This is an optimization exercise on Yosys and OpenROAD, whose aim is small area, a short achievable clock period and few clock cycles, not a production implementation.
Power is estimated from default activity; no workload was simulated.

==> inputs of onyx <==
Design adb_packet_receive_queue_top, start of the top module:
module adb_packet_receive_queue_top #(
	parameter int unsigned RING_SLOTS = RING_SLOTS_DEF,
	parameter int unsigned MAX_REPLY  = MAX_REPLY_DEF
) (
	input  logic          clk,
	input  logic          arst_n,
	input  logic          cfg_we,
	input  logic          cfg_wdata,
	input  logic                  item_valid,
	output logic                  item_ready,
	input  logic [MODE_W-1:0]     item_mode,
	input  logic [BYTE_W-1:0]     item_link_byte,
	input  logic                  item_end_of_packet,
	output logic                  result_valid,
	input  logic                  result_ready,
	output logic [OUTCOME_W-1:0]  result_outcome,
	output logic [BYTE_W-1:0]     result_status_flags,
	output logic [BYTE_W-1:0]     result_echoed_command,
	output logic [BYTE_W-1:0]     result_data_byte,
	output logic [DATA_IDX_W-1:0] result_data_index,
	output logic                  result_has_data,
	output logic                  result_last
);
Settings: LEC_CHECK=0, CAP_MARGIN=20, CORE_MARGIN=2, CORE_UTILIZATION=65, SETUP_SLACK_MARGIN=4.3, SLEW_MARGIN=20; clock period 7.0 ns.
run.sh (not shown) runs the stock make flow with config.mk's settings and CLKGATE_MAP_FILE= SYNTH_SCRIPT=/design/flow/synth_recipe.tcl, a recipe that flattens the netlist after the stock synthesis.
==> tundra (differences from onyx) <==
--- a/flow/design.v
+++ b/flow/design.v
@@ -47,17 +47,17 @@
 	localparam int unsigned PTR_W  = $clog2(RING_SLOTS),
 	localparam int unsigned SLOT_W = MAX_REPLY - 1,
 	localparam int unsigned DATA_N = SLOT_W - 2,
 	localparam int unsigned POS_W  = $clog2(DATA_N)
 ) (
 	input  logic              clk,
 	input  logic              arst_n,
 	input  logic              we,
-	input  logic [PTR_W-1:0]  wr_slot,
+	input  logic [RING_SLOTS-1:0] wr_slot_oh,
 	input  logic [1:0]        wr_kind,       
 	input  logic [BYTE_W-1:0] wr_byte,
 	input  logic [PTR_W-1:0]  q_slot,
 	output logic [DATA_N-1:0] q_pos_oh,      
 	output logic [POS_W-1:0]  q_pos,
 	input  logic [RING_SLOTS-1:0] rd_slot_oh,
 	input  logic [DATA_N-1:0]     rd_pos_oh,
 	output logic [BYTE_W-1:0] rd_status,
@@ -69,17 +69,17 @@
 	logic [BYTE_W-1:0] cmd    [RING_SLOTS];
 	logic [POS_W-1:0]  pos0   [RING_SLOTS];
 	logic [BYTE_W-1:0] row    [RING_SLOTS];
 	logic [RING_SLOTS-1:0] wq_slot_n;
 	logic [1:0]            wq_kind;
 	logic [BYTE_W-1:0]     wq_byte;
 	always_ff @(posedge clk) begin
 		for (int s = 0; s < RING_SLOTS; s++) begin
-			wq_slot_n[s] <= !(we && (wr_slot == PTR_W'(s)));
+			wq_slot_n[s] <= !(we && wr_slot_oh[s]);
 		end
 		wq_kind <= wr_kind;
 		wq_byte <= wr_byte;
 	end
 	always_ff @(posedge clk) begin
 		for (int s = 0; s < RING_SLOTS; s++) begin
 			ring[s][0] <= (!wq_slot_n[s] && wq_kind[1]) ? wq_byte : ring[s][DATA_N-1];
 			for (int p = 1; p < DATA_N; p++) begin
@@ -118,17 +118,17 @@
 			rd_data    = rd_data    | (row[s]    & {BYTE_W{rd_slot_oh[s]}});
 		end
 	end
 endmodule
 import adbq_pkg::*;
 module adbq_seq #(
 	parameter int unsigned RING_SLOTS = RING_SLOTS_DEF,
 	parameter int unsigned MAX_REPLY  = MAX_REPLY_DEF,
-	parameter int unsigned RQ_DEPTH   = 4,
+	parameter int unsigned RQ_DEPTH   = 6,
 	localparam int unsigned PTR_W  = $clog2(RING_SLOTS),
 	localparam int unsigned SLOT_W = MAX_REPLY - 1,
 	localparam int unsigned OFF_W  = $clog2(SLOT_W),
 	localparam int unsigned LEN_W  = $clog2(MAX_REPLY),
 	localparam int unsigned DATA_N = SLOT_W - 2,
 	localparam int unsigned POS_W  = $clog2(DATA_N)
 ) (
 	input  logic              clk,
@@ -144,17 +144,17 @@
 	output logic [OUTCOME_W-1:0]  result_outcome,
 	output logic [BYTE_W-1:0]     result_status_flags,
 	output logic [BYTE_W-1:0]     result_echoed_command,
 	output logic [BYTE_W-1:0]     result_data_byte,
 	output logic [DATA_IDX_W-1:0] result_data_index,
 	output logic                  result_has_data,
 	output logic                  result_last,
 	output logic              wr_en,
-	output logic [PTR_W-1:0]  wr_slot,
+	output logic [RING_SLOTS-1:0] wr_slot_oh,
 	output logic [1:0]        wr_kind,
 	output logic [BYTE_W-1:0] wr_byte,
 	output logic [PTR_W-1:0]  q_slot,
 	input  logic [DATA_N-1:0] q_pos_oh,
 	input  logic [POS_W-1:0]  q_pos,
 	output logic [RING_SLOTS-1:0] rd_slot_oh,
 	output logic [DATA_N-1:0]     rd_pos_oh,
 	input  logic [BYTE_W-1:0] rd_status,
@@ -200,65 +200,58 @@
 	end
 	logic [MODE_W-1:0] in_mode;
 	logic [BYTE_W-1:0] in_byte;
 	logic              in_eop;
 	assign {in_mode, in_byte, in_eop} = in_d;
 	adbq_pkg::rx_phase_t phase_q;
 	logic [CNT_W-1:0]  count_q;
 	logic              type0_q;
-	logic [PTR_W-1:0]  head_q, tail_q;
+	logic [PTR_W-1:0]  head_q;
 	logic [RING_SLOTS-1:0] tail_oh;    
 	logic [PTR_W-1:0]  occ_q;          
 	logic [RING_SLOTS-1:0] busy_q, busy_set, busy_clr;
-	logic [LEN_W-1:0]  nd_mem [RING_SLOTS];
+	logic              has_mem [RING_SLOTS];
+	logic [LEN_W-1:0]  li_mem  [RING_SLOTS];
 	logic is_byte, is_abort, is_pop, owes, stores, st_cmd, data, judging, judge_ok, stall;
 	logic empty, full, pend_v, aligned, busy_wait, cmd_safe, data_safe;
-	logic [POS_W-1:0] al_q;
+	logic [POS_W-1:0] al_q, al_d;
+	logic [CNT_W-1:0] count_d;
+	adbq_pkg::rx_phase_t phase_d;
+	logic f_recv, f_over, f_nz, f_eq1, f_eq2, f_eq3, f_ge2, f_ge3, f_alz;
 	logic [OUTCOME_W-1:0] pend_oc;
-	logic [LEN_W-1:0] judge_nd;
+	logic [LEN_W-1:0] judge_nd, judge_li;
 	logic [OUTCOME_W-1:0] judge_oc;
 	logic [RQ_DEPTH-1:0][3:0] rq_q;
 	logic [RQ_DEPTH-1:0] rq_v;
 	logic            rq_full, rq_push, rq_pop;
 	logic [3:0]      rq_in, rq_head;
 	assign is_byte  = (in_mode == MODE_BYTE);
 	assign is_abort = (in_mode == MODE_ABORT);
 	assign is_pop   = (in_mode == MODE_POP);
 	assign owes     = (is_byte && in_eop) || is_abort || is_pop;
-	assign stores   = is_byte && (phase_q == PH_RECV) && (count_q != '0);
-	assign st_cmd   = stores && (count_q < CNT_W'(3));
-	assign data     = stores && (count_q >= CNT_W'(3));
-	assign aligned   = (count_q == CNT_W'(3)) || (al_q == '0);
+	assign stores   = is_byte && f_recv && f_nz;
+	assign st_cmd   = stores && !f_ge3;
+	assign data     = stores && f_ge3;
+	assign aligned   = f_eq3 || f_alz;
 	assign busy_wait = (|(busy_q & tail_oh)) && ((data && !data_safe) || (st_cmd && !cmd_safe));
 	assign stall    = pend_v || (is_pop && rq_full) || busy_wait || (data && !aligned);
 	assign consume  = in_v && !stall;
 	assign judging  = consume && ((is_byte && in_eop) || is_abort);
 	assign empty = (occ_q == '0);
 	assign full  = (occ_q == PTR_W'(RING_SLOTS - 1));
 	always_comb begin
 		if (is_byte) begin
-			unique case (phase_q)
-				PH_RECV: begin
-					judge_ok = (count_q >= CNT_W'(MIN_PACKET - 1)) && type0_q;
-					judge_nd = LEN_W'(count_q - CNT_W'(MIN_PACKET - 1));
-				end
-				PH_OVER: begin
-					judge_ok = type0_q;
-					judge_nd = LEN_W'(SLOT_W - 2);
-				end
-				default: begin
-					judge_ok = 1'b0;
-					judge_nd = '0;
-				end
-			endcase
+			judge_ok = ((f_recv && f_ge2) || f_over) && type0_q;
+			judge_nd = f_over ? LEN_W'(SLOT_W - 2) : LEN_W'(count_q - CNT_W'(MIN_PACKET - 1));
 		end else begin
-			judge_ok = (phase_q != PH_ATTN) && (count_q >= CNT_W'(MIN_PACKET)) && type0_q;
+			judge_ok = f_ge3 && type0_q;
 			judge_nd = LEN_W'(count_q - CNT_W'(MIN_PACKET));
 		end
+		judge_li = (judge_nd != '0) ? judge_nd - LEN_W'(1) : '0;
 		if (!judge_ok) begin
 			judge_oc = OC_IGNORED;
 		end else if (full) begin
 			judge_oc = OC_DROPPED;
 		end else begin
 			judge_oc = OC_QUEUED;
 		end
 	end
@@ -276,84 +269,99 @@
 		end else begin
 			rq_in = {1'b0, judge_oc};
 		end
 	end
 	assign rq_push  = pend_v ? !rq_full : (consume && owes && !rq_full);
 	assign busy_set = (consume && is_pop && !empty && deliver_enable) ?
 		(RING_SLOTS'(1) << head_q) : '0;
 	assign wr_en   = consume && stores;
-	assign wr_slot = tail_q;
-	assign wr_kind = (count_q == CNT_W'(1)) ? 2'd0 :
-	                 (count_q == CNT_W'(2)) ? 2'd1 :
-	                 (count_q == CNT_W'(3)) ? 2'd2 : 2'd3;
+	assign wr_slot_oh = tail_oh;
+	assign wr_kind = f_eq1 ? 2'd0 : f_eq2 ? 2'd1 : f_eq3 ? 2'd2 : 2'd3;
+	always_comb begin
+		phase_d = phase_q;
+		count_d = count_q;
+		if (consume) begin
+			if (is_byte) begin
+				if (f_recv) begin
+					count_d = count_q + CNT_W'(1);
+					if (count_q == CNT_W'(MAX_REPLY - 1)) begin
+						phase_d = PH_OVER;
+					end
+				end else if (!f_over) begin
+					phase_d = PH_RECV;
+					count_d = '0;
+				end
+			end
+			if (judging) begin
+				phase_d = PH_ATTN;
+				count_d = '0;
+			end
+		end
+		if (consume && data) begin
+			al_d = '0;
+		end else begin
+			al_d = (al_q == POS_W'(DATA_N - 1)) ? '0 : al_q + POS_W'(1);
+		end
+	end
 	assign wr_byte = in_byte;
 	always_ff @(posedge clk or negedge arst_n) begin
 		if (!arst_n) begin
 			phase_q <= PH_ATTN;
 			count_q <= '0;
 			type0_q <= 1'b0;
 			head_q  <= '0;
-			tail_q  <= '0;
 			tail_oh <= RING_SLOTS'(1);
 			occ_q   <= '0;
 			busy_q  <= '0;
 			pend_v  <= 1'b0;
 			al_q    <= '0;
+			{f_recv, f_over, f_nz, f_eq1, f_eq2, f_eq3, f_ge2, f_ge3} <= '0;
+			f_alz   <= 1'b1;
 		end else begin
-			if (consume && data) begin
-				al_q <= '0;
-			end else begin
-				al_q <= (al_q == POS_W'(DATA_N - 1)) ? '0 : al_q + POS_W'(1);
-			end
+			al_q    <= al_d;
+			f_alz   <= (al_d == '0);
+			phase_q <= phase_d;
+			count_q <= count_d;
+			f_recv  <= (phase_d == PH_RECV);
+			f_over  <= (phase_d == PH_OVER);
+			f_nz    <= (count_d != '0);
+			f_eq1   <= (count_d == CNT_W'(1));
+			f_eq2   <= (count_d == CNT_W'(2));
+			f_eq3   <= (count_d == CNT_W'(3));
+			f_ge2   <= (count_d >= CNT_W'(2));
+			f_ge3   <= (count_d >= CNT_W'(3));
 			if (pend_v) begin
 				pend_v <= rq_full;
 			end else if (judging && rq_full) begin
 				pend_v <= 1'b1;
 			end
 			busy_q <= (busy_q & ~busy_clr) | busy_set;
 			if (consume) begin
-				if (is_byte) begin
-					unique case (phase_q)
-						PH_RECV: begin
-							if (count_q == '0) begin
-								type0_q <= (in_byte == PACKET_TYPE_DATA);
-							end
-							count_q <= count_q + CNT_W'(1);
-							if (count_q == CNT_W'(MAX_REPLY - 1)) begin
-								phase_q <= PH_OVER;
-							end
-						end
-						PH_OVER: ;
-						default: begin
-							phase_q <= PH_RECV;
-							count_q <= '0;
-						end
-					endcase
+				if (is_byte && f_recv && !f_nz) begin
+					type0_q <= (in_byte == PACKET_TYPE_DATA);
 				end
 				if (judging) begin
-					phase_q <= PH_ATTN;
-					count_q <= '0;
 					if (judge_oc == OC_QUEUED) begin
-						tail_q  <= ring_next(tail_q);
 						tail_oh <= {tail_oh[RING_SLOTS-2:0], tail_oh[RING_SLOTS-1]};
 						occ_q   <= occ_q + PTR_W'(1);
 					end
 				end
 				if (is_pop && !empty) begin
 					head_q <= ring_next(head_q);
 					occ_q  <= occ_q - PTR_W'(1);
 				end
 			end
 		end
 	end
 	always_ff @(posedge clk) begin
 		for (int i = 0; i < RING_SLOTS; i++) begin
 			if (judging && judge_oc == OC_QUEUED && tail_oh[i]) begin
-				nd_mem[i] <= judge_nd;
+				has_mem[i] <= (judge_nd != '0);
+				li_mem[i]  <= judge_li;
 			end
 		end
 		if (judging) begin
 			pend_oc <= judge_oc;
 		end
 	end
 	assign rq_full = rq_v[RQ_DEPTH-1];
 	assign rq_head = rq_q[0];
@@ -378,36 +386,49 @@
 				rq_q[i] <= rq_in;
 			end
 		end
 	end
 	logic                  c_v, c_rep, c_done, c_has;
 	logic [OUTCOME_W-1:0]  c_code;
 	logic [PTR_W-1:0]      c_slot;
 	logic [RING_SLOTS-1:0] c_slot_oh;
-	logic [DATA_N-1:0]     c_pos_oh;
-	logic [LEN_W-1:0]      c_idx, c_rem, c_nd, q_nd;
+	logic [POS_W-1:0]      c_pos, c_pos_nx;
+	logic [DATA_N-1:0]     c_tsel, c_tsel_nx;
+	localparam logic [DATA_N-1:0] TAPS = DATA_N'(21'h11111);
+	logic                  c_at, c_at_rot;
+	logic [LEN_W-1:0]      c_idx, c_li, q_li;
+	logic                  c_end;      
+	logic                  q_has;
 	logic [POS_W-1:0]      c_vict, c_vict_nx;
 	logic                  c_safe;
 	logic                  load_ok, emit, c_last, c_fin, c_load;
 	logic                  res_valid_q;
 	logic [OUTCOME_W-1:0]  res_outcome_q;
 	logic [BYTE_W-1:0]     res_status_q, res_cmd_q, res_data_q;
 	logic [DATA_IDX_W-1:0] res_index_q;
 	logic                  res_has_q, res_last_q;
 	assign load_ok    = !res_valid_q || result_ready;
-	assign emit       = c_v && load_ok;
-	assign c_last     = !c_rep || (c_rem == '0);
+	assign emit       = c_v && load_ok && c_at;
+	assign c_pos_nx   = (c_pos == POS_W'(DATA_N - 1)) ? '0 : c_pos + POS_W'(1);
+	always_comb begin
+		for (int p = 0; p < DATA_N; p++) begin
+			c_tsel_nx[p] = TAPS[p] && (c_pos_nx == POS_W'(p));
+		end
+	end
+	assign c_at_rot   = |c_tsel_nx;
+	assign c_last     = !c_rep || c_end;
 	assign c_fin      = emit && c_last;
 	assign c_load     = (!c_v || c_fin) && rq_v[0];
 	assign rq_pop     = c_load;
 	assign rd_slot_oh = c_slot_oh;
-	assign rd_pos_oh  = c_pos_oh;
+	assign rd_pos_oh  = c_tsel;
 	assign q_slot     = PTR_W'(rq_head[2:0]);
-	assign q_nd       = nd_mem[PTR_W'(rq_head[2:0])];
+	assign q_has      = has_mem[PTR_W'(rq_head[2:0])];
+	assign q_li       = li_mem[PTR_W'(rq_head[2:0])];
 	assign busy_clr   = (c_fin && c_rep) ? c_slot_oh : '0;
 	assign cmd_safe  = c_v && c_rep && c_done && (|(c_slot_oh & tail_oh));
 	assign data_safe = c_v && c_rep && c_safe && (|(c_slot_oh & tail_oh));
 	always_ff @(posedge clk or negedge arst_n) begin
 		if (!arst_n) begin
 			c_v         <= 1'b0;
 			res_valid_q <= 1'b0;
 		end else begin
@@ -425,35 +446,39 @@
 	end
 	assign c_vict_nx = (c_vict == POS_W'(DATA_N - 1)) ? '0 : c_vict + POS_W'(1);
 	always_ff @(posedge clk) begin
 		if (c_load) begin
 			c_vict <= (q_pos >= POS_W'(DATA_N - 2)) ? q_pos - POS_W'(DATA_N - 2) : q_pos + POS_W'(2);
 			c_safe <= 1'b0;
 		end else begin
 			c_vict <= c_vict_nx;
-			c_safe <= (LEN_W'(c_vict_nx) < c_idx) || (LEN_W'(c_vict_nx) >= c_nd);
+			c_safe <= (LEN_W'(c_vict_nx) < c_idx) || !c_has || (LEN_W'(c_vict_nx) > c_li);
 		end
 		if (c_load) begin
 			c_rep     <= rq_head[3];
 			c_code    <= rq_head[2:0];
 			c_slot    <= PTR_W'(rq_head[2:0]);
 			c_slot_oh <= RING_SLOTS'(1) << rq_head[2:0];
 			c_idx     <= '0;
 			c_done    <= 1'b0;
-			c_has     <= (q_nd != '0);
-			c_nd      <= q_nd;
-			c_rem     <= (q_nd != '0) ? q_nd - LEN_W'(1) : '0;
-			c_pos_oh  <= (q_nd != '0) ? q_pos_oh : '0;
+			c_has     <= q_has;
+			c_li      <= q_li;
+			c_end     <= (q_li == '0);
+			c_pos     <= q_pos;
+			c_tsel    <= q_has ? (q_pos_oh & TAPS) : '0;
+			c_at      <= !rq_head[3] || !q_has || (|(q_pos_oh & TAPS));
 		end else if (emit) begin
 			c_idx     <= c_idx + LEN_W'(1);
-			c_rem     <= c_rem - LEN_W'(1);
+			c_end     <= (c_idx + LEN_W'(1) == c_li);
 			c_done    <= 1'b1;
 		end else begin
-			c_pos_oh  <= {c_pos_oh[DATA_N-2:0], c_pos_oh[DATA_N-1]};
+			c_pos     <= c_pos_nx;
+			c_tsel    <= c_has ? c_tsel_nx : '0;
+			c_at      <= !c_rep || !c_has || c_at_rot;
 		end
 		if (emit) begin
 			if (c_rep) begin
 				res_outcome_q <= OC_PACKET;
 				if (!c_done) begin
 					res_status_q <= rd_status;
 					res_cmd_q    <= rd_command;
 				end
@@ -505,17 +530,18 @@
 	output logic                  result_has_data,
 	output logic                  result_last
 );
 	localparam int unsigned PTR_W  = $clog2(RING_SLOTS);
 	localparam int unsigned SLOT_W = MAX_REPLY - 1;
 	localparam int unsigned OFF_W  = $clog2(SLOT_W);
 	logic              deliver_enable_q;
 	logic              wr_en;
-	logic [PTR_W-1:0]  wr_slot, q_slot;
+	logic [PTR_W-1:0]  q_slot;
+	logic [RING_SLOTS-1:0] wr_slot_oh;
 	logic [1:0]        wr_kind;
 	logic [$clog2(SLOT_W-2)-1:0] q_pos;
 	logic [RING_SLOTS-1:0] rd_slot_oh;
 	logic [SLOT_W-3:0] rd_pos_oh, q_pos_oh;
 	logic [BYTE_W-1:0] wr_byte, rd_status, rd_command, rd_data;
 	always_ff @(posedge clk or negedge arst_n) begin
 		if (!arst_n) begin
 			deliver_enable_q <= 1'b0;
@@ -540,17 +566,17 @@
 		.result_outcome        (result_outcome),
 		.result_status_flags   (result_status_flags),
 		.result_echoed_command (result_echoed_command),
 		.result_data_byte      (result_data_byte),
 		.result_data_index     (result_data_index),
 		.result_has_data       (result_has_data),
 		.result_last           (result_last),
 		.wr_en      (wr_en),
-		.wr_slot    (wr_slot),
+		.wr_slot_oh (wr_slot_oh),
 		.wr_kind    (wr_kind),
 		.wr_byte    (wr_byte),
 		.q_slot     (q_slot),
 		.q_pos_oh   (q_pos_oh),
 		.q_pos      (q_pos),
 		.rd_slot_oh (rd_slot_oh),
 		.rd_pos_oh  (rd_pos_oh),
 		.rd_status  (rd_status),
@@ -559,17 +585,17 @@
 	);
 	adbq_store #(
 		.RING_SLOTS (RING_SLOTS),
 		.MAX_REPLY  (MAX_REPLY)
 	) u_store (
 		.clk        (clk),
 		.arst_n     (arst_n),
 		.we         (wr_en),
-		.wr_slot    (wr_slot),
+		.wr_slot_oh (wr_slot_oh),
 		.wr_kind    (wr_kind),
 		.wr_byte    (wr_byte),
 		.q_slot     (q_slot),
 		.q_pos_oh   (q_pos_oh),
 		.q_pos      (q_pos),
 		.rd_slot_oh (rd_slot_oh),
 		.rd_pos_oh  (rd_pos_oh),
 		.rd_status  (rd_status),
==> flow/config.mk (replaced) <==
export PLATFORM = sky130hd
export DESIGN_NAME = adb_packet_receive_queue_top
export DESIGN_NICKNAME = adb_packet_receive_queue_top
export VERILOG_FILES = /design/flow/design.v
export SDC_FILE = /design/flow/constraint.sdc
export NUM_CORES = 4
export LEC_CHECK = 0
export CAP_MARGIN = 0
export CORE_MARGIN = 2
export CORE_UTILIZATION = 65
export CTS_BUF_LIST = sky130_fd_sc_hd__clkbuf_8
export CTS_CLUSTER_DIAMETER = 45
export CTS_CLUSTER_SIZE = 20
export SETUP_SLACK_MARGIN = 4.3
export SLEW_MARGIN = 0
==> qor summary <==
metric	tundra	onyx
Sinks on the clock net	1759	1749
Setup fix buffers added after clock tree synthesis	16	62
Result of the run	timing/DRC/antenna clean	timing/DRC/antenna clean
Share of async-settable or async-resettable flops after synthesis	0.0324	0.0280
Met3 Track Usage GR	0.0413	0.0648
Delay of the slowest cell on the worst path	0.54 ns	0.41 ns
Area added between synthesis and finish	10.9%	16.0%
Share of the clock period used by the worst path after layout	0.422	0.403
Arithmetic-cell share of the synthesized area counting full adders, half adders and majority gates	0.0132	0.0152
Xor and xnor fraction of the mapped netlist area	0.00933	0.00688
Clock network power	5.97 mW	8.68 mW
DRT iter0 DRCs	1859	3727
Clock Skews	0.0520 ns	0.0509 ns
Height of the die	273 um	287 um
Number of buffers inserted during clock tree synthesis	139	160
Number of filler instances in the final layout	4551	4862
Minimum clock period after layout	2.95 ns	2.82 ns
Highest Clock Rate	339 MHz	354 MHz
CP max stage cell	sky130_fd_sc_hd__edfxtp_1	sky130_fd_sc_hd__or3b_4
Share of the synthesized area in compound gates (AO/OA/AOI/OAI)	0.0716	0.150
Proportion of total power due to net switching	0.271	0.312
Post-placement cell area	48500 um^2	53900 um^2
Function was not checked in any run of this note: the RTL went through the layout flow alone.

-- static timing again, ports no longer ideal --
Ports are ideal in the flow. The routed layouts listed here were re-timed in OpenROAD.
Step 1: set_driving_cell puts a clkbuf_16 on clk and a buf_2 on each other input, an assumption about the parent block.
Step 2 times the ports against the registers' clock, not the clock port: input delays grow and output delays shrink by t, the midpoint of the rising clock arrivals with the driver on.
Slacks: no drivers / after step 1 / after step 2; pairs: no drivers / after step 1.
| run | t, ns | setup WS [ns] | hold slack, ns | worst register clock-pin slew, ns |
|---|---|---|---|---|
| onyx | 0.803 | 4.177 / 4.156 / 3.491 | 0.337 / 0.337 / 0.337 | 0.07 / 0.07 |
| tundra | 0.867 | 4.046 / 3.981 / 3.552 | 0.315 / 0.315 / 0.315 | 0.12 / 0.12 |
After both steps setup and hold are still met in every run listed. The setup slack of onyx, which loses most, moves by -0.021 ns with the drivers and by -0.686 ns with both steps.
